From an optimization exercise on the open Yosys and OpenROAD flow, aimed at small area, a short achievable clock period and few clock cycles per item; shortcuts taken in it are not production practice. RTL that was checked went through simulation tests only; none was proved equivalent to the original.

==> nickel <==
==> flow/design.v <==
`default_nettype none
package ekf_pkg;
  typedef enum logic [2:0] {
    STAGE_IDLE = 3'd0,
    STAGE_PRD  = 3'd1,
    STAGE_NEW  = 3'd2,
    STAGE_UPD  = 3'd3
  } stage_e;
  typedef logic signed [32-1:0] data_t;
  typedef logic [31:0] plb_addr_t;
  typedef logic [10-1:0] lm_idx_t;
endpackage
`default_nettype wire
`timescale 1ns/1ps
`default_nettype none
module ekf_frontend_top (
  input  wire                clk,
  input  wire                sys_rst,
  input  wire                ekf_pkg::stage_e i_stage_val,
  output logic               o_stage_rdy,
  input  wire                ekf_pkg::lm_idx_t i_l_k,
  input  wire                ekf_pkg::data_t i_rk,
  input  wire                ekf_pkg::data_t i_phi,
  output logic               o_plb_en,
  output logic               o_plb_we,
  output ekf_pkg::plb_addr_t o_plb_addr,
  output ekf_pkg::data_t     o_plb_din,
  input  wire                ekf_pkg::data_t i_plb_dout,
  output logic               o_init_predict,
  output logic               o_init_newlm,
  output logic               o_init_update,
  output ekf_pkg::data_t     o_xk,
  output ekf_pkg::data_t     o_yk,
  output ekf_pkg::data_t     o_xita,
  output ekf_pkg::data_t     o_lkx,
  output ekf_pkg::data_t     o_lky,
  input  wire                i_done_predict,
  input  wire                i_done_newlm,
  input  wire                i_done_update,
  input  wire                ekf_pkg::data_t i_result_0,
  input  wire                ekf_pkg::data_t i_result_1,
  input  wire                ekf_pkg::data_t i_result_2,
  input  wire                ekf_pkg::data_t i_result_3,
  input  wire                ekf_pkg::data_t i_result_4,
  input  wire                ekf_pkg::data_t i_result_5
);
  localparam logic [12:0] J = 13'd4096;
  localparam int C_AEN  = 0;    
  localparam int C_BW   = 1;    
  localparam int C_INV  = 2;    
  localparam int C_WR0  = 3;    
  localparam int C_WR1  = 4;    
  localparam int C_WR2  = 5;    
  localparam int C_M01  = 6;    
  localparam int C_M02  = 7;    
  localparam int C_MRK  = 8;    
  localparam int C_MPHI = 9;    
  localparam int C_M10  = 10;   
  localparam int C_M34  = 11;   
  localparam int C_M43  = 12;   
  localparam int C_LAST = 13;
  localparam int CW     = 14;
  logic          rdy_q;
  logic [1:0]    kind_q;
  logic [9:0]    k_q;
  logic [6:1]    ph_q;          
  logic          wait_q;        
  logic          wr_q;          
  logic [3:0]    n_q;           
  logic [CW-1:0] ctl_q;
  logic          en_q, we_q;
  logic [12:0]   addr_q;
  logic          ini_p_q, ini_n_q, ini_u_q;
  logic [31:0]   r0, r1, r2, r3, r4, wd;
  logic          acc, done_hit;
  logic [12:0]   lm;
  assign acc = rdy_q & ~i_stage_val[2] & (i_stage_val[1] | i_stage_val[0]);
  assign done_hit = wait_q & ((kind_q == 2'd1 & i_done_predict) |
                              (kind_q == 2'd2 & i_done_newlm) |
                              (kind_q == 2'd3 & i_done_update));
  assign lm = 13'd3 + {2'b00, k_q, 1'b0};
  function automatic logic [CW-1:0] ctl_of(input logic [1:0] kind, input logic [3:0] c);
    logic [CW-1:0] t;
    t = '0;
    case (kind)
      2'd1: case (c)
        4'd1: begin t[C_AEN] = 1; t[C_BW] = 1; t[C_M01] = 1; end             
        4'd2: begin t[C_AEN] = 1; t[C_M02] = 1; t[C_M34] = 1; t[C_M43] = 1; end  
        4'd3: begin t[C_AEN] = 1; t[C_M34] = 1; end                           
        4'd4: t[C_INV] = 1;                                                   
        default: t[C_LAST] = 1;
      endcase
      2'd2: case (c)
        4'd1: begin t[C_AEN] = 1; t[C_M01] = 1; t[C_M10] = 1; t[C_M34] = 1; end  
        4'd2: t[C_AEN] = 1;                                                   
        4'd3: t[C_WR0] = 1;                                                   
        4'd4: t[C_BW] = 1;                                                    
        4'd5: t[C_WR1] = 1;                                                   
        4'd6: t[C_BW] = 1;                                                    
        4'd7: t[C_WR2] = 1;                                                   
        default: t[C_LAST] = 1;
      endcase
      default: case (c)
        4'd1, 4'd3, 4'd5, 4'd7: begin t[C_BW] = 1; t[C_INV] = 1; end          
        4'd2: begin t[C_WR0] = 1; t[C_MRK] = 1; end                           
        4'd4: t[C_WR1] = 1;                                                   
        4'd6: t[C_WR2] = 1;                                                   
        4'd8: begin t[C_AEN] = 1; t[C_INV] = 1; t[C_MPHI] = 1; t[C_M34] = 1; end  
        4'd9: begin t[C_AEN] = 1; t[C_INV] = 1; end                           
        default: t[C_LAST] = 1;
      endcase
    endcase
    ctl_of = t;
  endfunction
  function automatic logic [12:0] addr_of(input logic [1:0] kind, input logic [3:0] c,
                                          input logic [12:0] lmw);
    logic [12:0] a;
    a = J;
    case (kind)
      2'd1: case (c)
        4'd1: a = J + 13'd1;
        4'd2: a = 13'd0;
        4'd3: a = 13'd1;
        4'd4: a = 13'd2;
        default: a = J;
      endcase
      2'd2: case (c)
        4'd1: a = J + 13'd2;
        4'd2: a = lmw;
        4'd3: a = lmw + 13'd1;
        4'd4: a = J;
        4'd5: a = J + 13'd3;
        4'd6: a = J + 13'd1;
        4'd7: a = J + 13'd5;
        default: a = J + 13'd4;
      endcase
      default: case (c)
        4'd1: a = J + 13'd4;
        4'd2: a = J;
        4'd3: a = J + 13'd7;
        4'd4: a = J + 13'd3;
        4'd5: a = J + 13'd2;
        4'd6: a = J + 13'd6;
        4'd7: a = J + 13'd5;
        4'd8: a = J + 13'd1;
        4'd9: a = J + 13'd8;
        default: a = J + 13'd9;
      endcase
    endcase
    addr_of = a;
  endfunction
  always_ff @(posedge clk) begin
    if (rdy_q) begin
      kind_q <= i_stage_val[1:0];
      k_q    <= i_l_k;
    end
  end
  always_ff @(posedge clk) begin
    if (rdy_q) begin
      addr_q <= 13'd0;
    end else if (wait_q) begin
      addr_q <= addr_of(kind_q, 4'd1, lm);
      ctl_q  <= ctl_of(kind_q, 4'd1);
      n_q    <= 4'd2;
    end else if (wr_q) begin
      addr_q <= addr_of(kind_q, n_q, lm);
      ctl_q  <= ctl_of(kind_q, n_q);
      n_q    <= n_q + 4'd1;
    end else begin
      case (1'b1)
        ph_q[1]: addr_q <= 13'd1;
        ph_q[2]: addr_q <= 13'd2;
        ph_q[3]: addr_q <= lm;
        ph_q[4]: addr_q <= lm + 13'd1;
        default: ;
      endcase
    end
  end
  always_ff @(posedge clk) begin
    if (sys_rst) begin
      rdy_q   <= 1'b1;
      ph_q    <= '0;
      wait_q  <= 1'b0;
      wr_q    <= 1'b0;
      en_q    <= 1'b0;
      we_q    <= 1'b0;
      ini_p_q <= 1'b0;
      ini_n_q <= 1'b0;
      ini_u_q <= 1'b0;
    end else begin
      ph_q    <= {ph_q[5:1], acc};
      ini_p_q <= ph_q[5] & (kind_q == 2'd1);
      ini_n_q <= ph_q[5] & (kind_q == 2'd2);
      ini_u_q <= ph_q[5] & (kind_q == 2'd3);
      if (acc) rdy_q <= 1'b0;
      if (acc | ph_q[1] | ph_q[2] | ph_q[3] | ph_q[4]) begin
        en_q <= 1'b1;
      end else if (!wr_q) begin
        en_q <= 1'b0;
      end
      if (ph_q[5]) begin
        wait_q <= 1'b1;
      end else if (done_hit) begin
        wait_q <= 1'b0;
      end
      if (done_hit) begin
        wr_q <= 1'b1;
        en_q <= 1'b1;
        we_q <= 1'b1;
      end else if (wr_q && ctl_q[C_LAST]) begin
        wr_q  <= 1'b0;
        en_q  <= 1'b0;
        we_q  <= 1'b0;
        rdy_q <= 1'b1;
      end
    end
  end
  logic [31:0] opa, opb, sum;
  logic        mv;
  assign mv  = wr_q;
  assign opa = {32{ctl_q[C_AEN]}} & r0;
  assign opb = (ctl_q[C_BW] ? wd : r3) ^ {32{ctl_q[C_INV]}};
  assign sum = opa + opb + {31'd0, ctl_q[C_INV]};
  always_ff @(posedge clk) begin
    if (ph_q[2]) r0 <= i_plb_dout;
    else if (wait_q && kind_q != 2'd1) r0 <= i_result_3;
    else if (mv && ctl_q[C_M01]) r0 <= r1;
    else if (mv && ctl_q[C_M02]) r0 <= r2;
    else if (mv && ctl_q[C_MRK]) r0 <= i_rk;
    else if (mv && ctl_q[C_MPHI]) r0 <= i_phi;
    if (ph_q[3]) r1 <= i_plb_dout;
    else if (wait_q && kind_q != 2'd1) r1 <= i_result_2;
    else if (mv && ctl_q[C_M10]) r1 <= r0;
    if (ph_q[4]) r2 <= i_plb_dout;
    else if (wait_q && kind_q == 2'd2) r2 <= i_result_1;
    else if (wait_q && kind_q == 2'd3) r2 <= i_result_5;
    if (ph_q[5]) r3 <= i_plb_dout;
    else if (wait_q && kind_q == 2'd1) r3 <= i_result_3;
    else if (wait_q && kind_q == 2'd3) r3 <= i_result_0;
    else if (mv && ctl_q[C_M34]) r3 <= r4;
    if (ph_q[6]) r4 <= i_plb_dout;
    else if (wait_q && kind_q != 2'd2) r4 <= i_result_1;
    else if (mv && ctl_q[C_M43]) r4 <= r3;
    if (wait_q) begin
      case (kind_q)
        2'd1:    wd <= i_result_2;
        2'd2:    wd <= i_result_0;
        default: wd <= i_result_4;
      endcase
    end else if (ctl_q[C_WR0]) wd <= r0;
    else if (ctl_q[C_WR1]) wd <= r1;
    else if (ctl_q[C_WR2]) wd <= r2;
    else wd <= sum;
  end
  assign o_stage_rdy    = rdy_q;
  assign o_plb_en       = en_q;
  assign o_plb_we       = we_q;
  assign o_plb_addr     = {17'd0, addr_q, 2'b00};
  assign o_plb_din      = wd;
  assign o_init_predict = ini_p_q;
  assign o_init_newlm   = ini_n_q;
  assign o_init_update  = ini_u_q;
  assign o_xk           = r0;
  assign o_yk           = r1;
  assign o_xita         = r2;
  assign o_lkx          = r3;
  assign o_lky          = i_plb_dout;
endmodule
`default_nettype wire
==> flow/flow/run.sh <==
#!/bin/bash
# Standard layout, with the smallest plain buffer on every port instead of
# the default port buffer.
set -euo pipefail
export BUFFER_PORTS_ARGS="-buffer_cell sky130_fd_sc_hd__buf_1"
bash standard.sh > standard.log 2>&1
==> flow/standard.sh <==
#!/bin/bash
# synth_recipe.tcl (not shown) runs the flow's synth.tcl, then flattens the netlist and writes it again
# the make line also repeats each setting of config.mk as NAME=value (left out here)
make -C /OpenROAD-flow-scripts/flow DESIGN_CONFIG=/design/flow/config.mk WORK_HOME=/design/flow/orfs CLKGATE_MAP_FILE= SYNTH_SCRIPT=/design/flow/synth_recipe.tcl "${@:-finish}"
==> flow/config.mk <==
export PLATFORM = sky130hd
export DESIGN_NAME = ekf_frontend_top
export DESIGN_NICKNAME = ekf_frontend_top
export VERILOG_FILES = /design/flow/design.v
export SDC_FILE = /design/flow/constraint.sdc
export NUM_CORES = 4
export LEC_CHECK = 0
export CAP_MARGIN = 20
export CORE_MARGIN = 2
export CORE_UTILIZATION = 45
export CTS_BUF_LIST = sky130_fd_sc_hd__clkbuf_4 sky130_fd_sc_hd__clkbuf_8
export SETUP_SLACK_MARGIN = 2.2
export SLEW_MARGIN = 20
==> flow/constraint.sdc <==
create_clock -name core_clock -period 5.5 [get_ports {clk}]
set_input_delay 1.1000 -clock core_clock [delete_from_list [all_inputs] [get_ports {clk}]]
set_output_delay 1.1000 -clock core_clock [all_outputs]
set_load 0.01 [all_outputs]
==> inputs of violet, as changes to nickel <==
==> flow/design.v, changed modules only <==
module ekf_frontend_top (
  input  wire                clk,
  input  wire                sys_rst,
  input  wire                ekf_pkg::stage_e i_stage_val,
  output logic               o_stage_rdy,
  input  wire                ekf_pkg::lm_idx_t i_l_k,
  input  wire                ekf_pkg::data_t i_rk,
  input  wire                ekf_pkg::data_t i_phi,
  output logic               o_plb_en,
  output logic               o_plb_we,
  output ekf_pkg::plb_addr_t o_plb_addr,
  output ekf_pkg::data_t     o_plb_din,
  input  wire                ekf_pkg::data_t i_plb_dout,
  output logic               o_init_predict,
  output logic               o_init_newlm,
  output logic               o_init_update,
  output ekf_pkg::data_t     o_xk,
  output ekf_pkg::data_t     o_yk,
  output ekf_pkg::data_t     o_xita,
  output ekf_pkg::data_t     o_lkx,
  output ekf_pkg::data_t     o_lky,
  input  wire                i_done_predict,
  input  wire                i_done_newlm,
  input  wire                i_done_update,
  input  wire                ekf_pkg::data_t i_result_0,
  input  wire                ekf_pkg::data_t i_result_1,
  input  wire                ekf_pkg::data_t i_result_2,
  input  wire                ekf_pkg::data_t i_result_3,
  input  wire                ekf_pkg::data_t i_result_4,
  input  wire                ekf_pkg::data_t i_result_5
);
  localparam logic [12:0] J = 13'd4096;
  localparam int C_AEN  = 0;    
  localparam int C_BW   = 1;    
  localparam int C_INV  = 2;    
  localparam int C_WR0  = 3;    
  localparam int C_WR1  = 4;    
  localparam int C_WR2  = 5;    
  localparam int C_M01  = 6;    
  localparam int C_M02  = 7;    
  localparam int C_MRK  = 8;    
  localparam int C_MPHI = 9;    
  localparam int C_M10  = 10;   
  localparam int C_M34  = 11;   
  localparam int C_M43  = 12;   
  localparam int C_M32  = 13;   
  localparam int C_LAST = 14;
  localparam int CW     = 15;
  logic          rdy_q;
  logic [1:0]    kind_q;
  logic [6:1]    ph_q;          
  logic          wait_q;        
  logic          wr_q;          
  logic [3:0]    n_q;           
  logic [CW-1:0] ctl_q;
  logic          en_q, we_q;
  logic [12:0]   addr_q;
  logic          ini_p_q, ini_n_q, ini_u_q;
  logic          wt_p_q, wt_n_q, wt_u_q;   
  logic [31:0]   r0, r1, r2, r3, r4, wd;
  logic          acc, done_hit;
  logic [12:0]   lm;
  assign acc = rdy_q & ~i_stage_val[2] & (i_stage_val[1] | i_stage_val[0]);
  assign done_hit = (wt_p_q & i_done_predict) | (wt_n_q & i_done_newlm) |
                    (wt_u_q & i_done_update);
  assign lm = 13'd3 + {2'b00, i_l_k, 1'b0};
  function automatic logic [CW-1:0] ctl_of(input logic [1:0] kind, input logic [3:0] c);
    logic [CW-1:0] t;
    t = '0;
    case (kind)
      2'd1: case (c)
        4'd1: begin t[C_AEN] = 1; t[C_BW] = 1; t[C_M01] = 1; end             
        4'd2: begin t[C_AEN] = 1; t[C_M02] = 1; t[C_M34] = 1; t[C_M43] = 1; end  
        4'd3: begin t[C_AEN] = 1; t[C_M34] = 1; end                           
        4'd4: t[C_INV] = 1;                                                   
        default: t[C_LAST] = 1;
      endcase
      2'd2: case (c)
        4'd1: begin t[C_AEN] = 1; t[C_M01] = 1; t[C_M10] = 1; t[C_M34] = 1; end  
        4'd2: t[C_AEN] = 1;                                                   
        4'd3: t[C_WR0] = 1;                                                   
        4'd4: t[C_WR1] = 1;                                                   
        4'd5: t[C_BW] = 1;                                                    
        4'd6: t[C_WR2] = 1;                                                   
        default: t[C_LAST] = 1;
      endcase
      default: case (c)
        4'd1, 4'd3, 4'd5: begin t[C_BW] = 1; t[C_INV] = 1; end                
        4'd2: begin t[C_WR0] = 1; t[C_MRK] = 1; end                           
        4'd4: t[C_WR1] = 1;                                                   
        4'd6: begin t[C_INV] = 1; t[C_M34] = 1; end                           
        4'd7: begin t[C_AEN] = 1; t[C_INV] = 1; t[C_MPHI] = 1; t[C_M32] = 1; end  
        4'd8: begin t[C_AEN] = 1; t[C_INV] = 1; end                           
        default: t[C_LAST] = 1;
      endcase
    endcase
    ctl_of = t;
  endfunction
  function automatic logic [12:0] addr_of(input logic [1:0] kind, input logic [3:0] c,
                                          input logic [12:0] lmw);
    logic [12:0] a;
    a = J;
    case (kind)
      2'd1: case (c)
        4'd0: a = J + 13'd1;
        4'd1: a = J + 13'd1;
        4'd2: a = 13'd0;
        4'd3: a = 13'd1;
        4'd4: a = 13'd2;
        default: a = J;
      endcase
      2'd2: case (c)
        4'd0: a = J;
        4'd1: a = J + 13'd2;
        4'd2: a = lmw;
        4'd3: a = lmw + 13'd1;
        4'd4: a = J + 13'd3;
        4'd5: a = J + 13'd1;
        4'd6: a = J + 13'd5;
        default: a = J + 13'd4;
      endcase
      default: case (c)
        4'd0: a = J + 13'd2;
        4'd1: a = J + 13'd4;
        4'd2: a = J;
        4'd3: a = J + 13'd7;
        4'd4: a = J + 13'd3;
        4'd5: a = J + 13'd5;
        4'd6: a = J + 13'd1;
        4'd7: a = J + 13'd6;
        4'd8: a = J + 13'd8;
        default: a = J + 13'd9;
      endcase
    endcase
    addr_of = a;
  endfunction
  always_ff @(posedge clk) begin
    if (rdy_q) begin
      kind_q <= i_stage_val[1:0];
    end
  end
  always_ff @(posedge clk) begin
    ctl_q <= ctl_of(kind_q, wr_q ? n_q : 4'd1);
    n_q   <= wr_q ? n_q + 4'd1 : 4'd2;
    if (rdy_q) begin
      addr_q <= 13'd0;
    end else if (wait_q) begin
      addr_q <= addr_of(kind_q, done_hit ? 4'd1 : 4'd0, lm);
    end else if (wr_q) begin
      addr_q <= addr_of(kind_q, n_q, lm);
    end else begin
      case (1'b1)
        ph_q[1]: addr_q <= 13'd1;
        ph_q[2]: addr_q <= 13'd2;
        ph_q[3]: addr_q <= lm;
        ph_q[4]: addr_q <= lm + 13'd1;
        default: ;
      endcase
    end
  end
  always_ff @(posedge clk) begin
    if (sys_rst) begin
      rdy_q   <= 1'b1;
      ph_q    <= '0;
      wait_q  <= 1'b0;
      wr_q    <= 1'b0;
      en_q    <= 1'b0;
      we_q    <= 1'b0;
      ini_p_q <= 1'b0;
      ini_n_q <= 1'b0;
      ini_u_q <= 1'b0;
      wt_p_q  <= 1'b0;
      wt_n_q  <= 1'b0;
      wt_u_q  <= 1'b0;
    end else begin
      ph_q    <= {ph_q[5:1], acc};
      ini_p_q <= ph_q[5] & (kind_q == 2'd1);
      ini_n_q <= ph_q[5] & (kind_q == 2'd2);
      ini_u_q <= ph_q[5] & (kind_q == 2'd3);
      if (acc) rdy_q <= 1'b0;
      if (acc | ph_q[1] | ph_q[2] | ph_q[3] | ph_q[4]) begin
        en_q <= 1'b1;
      end else if (!wr_q) begin
        en_q <= 1'b0;
      end
      if (ph_q[5]) begin
        wait_q <= 1'b1;
        wt_p_q <= (kind_q == 2'd1);
        wt_n_q <= (kind_q == 2'd2);
        wt_u_q <= (kind_q == 2'd3);
      end else if (done_hit) begin
        wait_q <= 1'b0;
        wt_p_q <= 1'b0;
        wt_n_q <= 1'b0;
        wt_u_q <= 1'b0;
      end
      if (done_hit) begin
        wr_q <= 1'b1;
        en_q <= 1'b1;
        we_q <= 1'b1;
      end else if (wr_q && ctl_q[C_LAST]) begin
        wr_q  <= 1'b0;
        en_q  <= 1'b0;
        we_q  <= 1'b0;
        rdy_q <= 1'b1;
      end
    end
  end
  logic [31:0] opa, opb, sum;
  logic        mv;
  assign mv  = wr_q;
  assign opa = {32{ctl_q[C_AEN]}} & r0;
  assign opb = (ctl_q[C_BW] ? wd : r3) ^ {32{ctl_q[C_INV]}};
  assign sum = opa + opb + {31'd0, ctl_q[C_INV]};
  always_ff @(posedge clk) begin
    if (ph_q[2]) r0 <= i_plb_dout;
    else if (wait_q && kind_q != 2'd1) r0 <= i_result_3;
    else if (mv && ctl_q[C_M01]) r0 <= r1;
    else if (mv && ctl_q[C_M02]) r0 <= r2;
    else if (mv && ctl_q[C_MRK]) r0 <= i_rk;
    else if (mv && ctl_q[C_MPHI]) r0 <= i_phi;
    if (ph_q[3]) r1 <= i_plb_dout;
    else if (wait_q && kind_q == 2'd2) r1 <= i_result_2;
    else if (wait_q && kind_q == 2'd3) r1 <= i_result_5;
    else if (mv && ctl_q[C_M10]) r1 <= r0;
    if (ph_q[4]) r2 <= i_plb_dout;
    else if (wait_q && kind_q != 2'd1) r2 <= i_result_1;
    if (ph_q[5]) r3 <= i_plb_dout;
    else if (wait_q && kind_q == 2'd1) r3 <= i_result_3;
    else if (wait_q && kind_q == 2'd3) r3 <= i_result_2;
    else if (mv && ctl_q[C_M34]) r3 <= r4;
    else if (mv && ctl_q[C_M32]) r3 <= r2;
    if (ph_q[6]) r4 <= i_plb_dout;
    else if (wait_q && kind_q == 2'd1) r4 <= i_result_1;
    else if (wait_q && kind_q == 2'd3) r4 <= i_result_0;
    else if (mv && ctl_q[C_M43]) r4 <= r3;
    if (wait_q) begin
      case (kind_q)
        2'd1:    wd <= i_result_2;
        2'd2:    wd <= i_result_0;
        default: wd <= i_result_4;
      endcase
    end else if (ctl_q[C_WR0]) wd <= r0;
    else if (ctl_q[C_WR1]) wd <= r1;
    else if (ctl_q[C_WR2]) wd <= r2;
    else wd <= sum;
  end
  assign o_stage_rdy    = rdy_q;
  assign o_plb_en       = en_q | done_hit;
  assign o_plb_we       = we_q | done_hit;
  assign o_plb_addr     = {17'd0, addr_q, 2'b00};
  assign o_plb_din      = wait_q ? i_result_2 : wd;
  assign o_init_predict = ini_p_q;
  assign o_init_newlm   = ini_n_q;
  assign o_init_update  = ini_u_q;
  assign o_xk           = r0;
  assign o_yk           = r1;
  assign o_xita         = r2;
  assign o_lkx          = r3;
  assign o_lky          = i_plb_dout;
endmodule
- CORE_UTILIZATION: 45 -> 50
==> inputs of garnet, as changes to nickel <==
--- a/flow/design.v
+++ b/flow/design.v
@@ -189,16 +189,16 @@
       ini_u_q <= 1'b0;
     end else begin
       ph_q    <= {ph_q[5:1], acc};
-      ini_p_q <= ph_q[5] & (kind_q == 2'd1);
-      ini_n_q <= ph_q[5] & (kind_q == 2'd2);
-      ini_u_q <= ph_q[5] & (kind_q == 2'd3);
+      ini_p_q <= ph_q[6] & (kind_q == 2'd1);
+      ini_n_q <= ph_q[6] & (kind_q == 2'd2);
+      ini_u_q <= ph_q[6] & (kind_q == 2'd3);
       if (acc) rdy_q <= 1'b0;
       if (acc | ph_q[1] | ph_q[2] | ph_q[3] | ph_q[4]) begin
         en_q <= 1'b1;
       end else if (!wr_q) begin
         en_q <= 1'b0;
       end
-      if (ph_q[5]) begin
+      if (ph_q[6]) begin
         wait_q <= 1'b1;
       end else if (done_hit) begin
         wait_q <= 1'b0;
@@ -264,6 +264,6 @@
   assign o_yk           = r1;
   assign o_xita         = r2;
   assign o_lkx          = r3;
-  assign o_lky          = i_plb_dout;
+  assign o_lky          = r4;
 endmodule
 `default_nettype wire
==> flow/run.sh (new file) <==
#!/bin/bash
# synth_recipe.tcl (not shown) runs the flow's synth.tcl, then flattens the netlist and writes it again
# the make line also repeats each setting of config.mk as NAME=value (left out here)
make -C /OpenROAD-flow-scripts/flow DESIGN_CONFIG=/design/flow/config.mk WORK_HOME=/design/flow/orfs CLKGATE_MAP_FILE= SYNTH_SCRIPT=/design/flow/synth_recipe.tcl finish
- CORE_UTILIZATION: 45 -> 40
- CTS_BUF_LIST: sky130_fd_sc_hd__clkbuf_4 sky130_fd_sc_hd__clkbuf_8 -> unset
- SETUP_SLACK_MARGIN: 2.2 -> 3.0
removed: flow/flow/run.sh
removed: flow/standard.sh
==> flow_metrics.py <==
metrics = {
    "drt": {
        "met2_length_mm": 35.7,
    },
    "synth": {
        "synth_cell_types": 78,
        "synth_compound_area_frac": 0.227,
        "synth_mux_area_frac": 0.0983,
        "post-synth-top-count-cell": "nand2_1",
    },
    "run_status": {
        "outcome": "no timing/DRC/antenna violations",
    },
    "global_routing": {
        "track_usage": 0.354,
    },
    "sta": {
        "layout_min_cycle_time_ps": 3320,
    },
    "layout": {
        "syn_to_final_growth_pct": 20.2,
    },
    "clock_tree": {
        "post-cts-setup-buffer-count": 15,
    },
    "die": {
        "die-area_um2": 41500,
    },
}
[end of results for nickel]
==> flow_metrics.py <==
metrics = {
    "worst_setup_path": {
        "path_buf_inv": 2,
        "cp_slowest_cell": "edfxtp_1",
    },
    "layout": {
        "nonClockBufferCount": 706,
        "layout_commonest_cell": "nand2_1",
    },
    "place": {
        "post-place-cells": 3048,
    },
    "drt": {
        "drc": 0,
        "vias": 19600,
        "met2_length_mm": 42.0,
    },
    "run_status": {
        "outcome": "no timing/DRC/antenna violations",
    },
    "sta": {
        "layout_min_cycle_time_ps": 3270,
    },
    "synth": {
        "post-synth-top-count-cell": "nand2_1",
        "synth_mux_area_frac": 0.0958,
        "synth_compound_area_frac": 0.227,
        "synth_cell_types": 79,
    },
    "clock_tree": {
        "clk_pin_slew_worst_paths_ps": 60,
        "post-cts-setup-buffer-count": 139,
    },
    "die": {
        "die-area_um2": 46200,
    },
}
[end of results for garnet]
==> flow_metrics.py <==
metrics = {
    "run_status": {
        "outcome": "no timing/DRC/antenna violations",
    },
    "synth": {
        "synth_mux_area_frac": 0.0624,
        "synth_compound_area_frac": 0.269,
    },
    "drt": {
        "wl_met1_mm": 31.3,
        "met2_length_mm": 37.2,
        "drt-total-wl_mm": 80.5,
    },
    "sta": {
        "layout_min_cycle_time_ps": 3300,
        "worst_pin_slew_ps": 1150,
    },
    "die": {
        "tapCellCount": 468,
    },
    "layout": {
        "syn_to_final_growth_pct": 19.4,
    },
    "clock_tree": {
        "post-cts-setup-buffer-count": 18,
    },
}
[end of results for violet]
Testbench counts of violet, summed over its fixed seeds: cycles 22,180, stages 1,200.
Testbench counts of garnet, summed over its fixed seeds: cycles 24,171, stages 1,200.
No functional check of the RTL was part of nickel.

==> port drivers added, routing unchanged <==
No port has a modelled driver above. Below, the same layouts with a new extraction and two added sets of constraints.
Step 1, drivers: a clkbuf_16 drives clk and a buf_2 each remaining input, both assumed.
Step 2, shift: input delay + t, output delay - t, t = (earliest + latest rising clock arrival at the registers) / 2. This alone moves slack from input paths to output paths.
Three values: ideal ports, drivers, drivers and shift; two values: the first two.
| run | shift t [ns] | setup WS [ns] | clock arrival spread, ns | worst data-port slew with drivers (ns) | pins driven straight from the clock port |
|---|---|---|---|---|---|
| nickel | 0.678 | 2.176 / 2.176 / 2.176 | 0.035 / 0.034 | 0.11 | 1 |
| violet | 0.688 | 2.203 / 2.203 / 1.776 | 0.041 / 0.040 | 0.08 | 1 |
| garnet | 0.611 | 2.235 / 2.235 / 2.235 | 0.010 / 0.010 | 0.13 | 1 |
After both steps every run listed still meets setup and hold. The setup slack of violet, which loses most, moves by 0.000 ns with the drivers and by -0.427 ns with both steps.
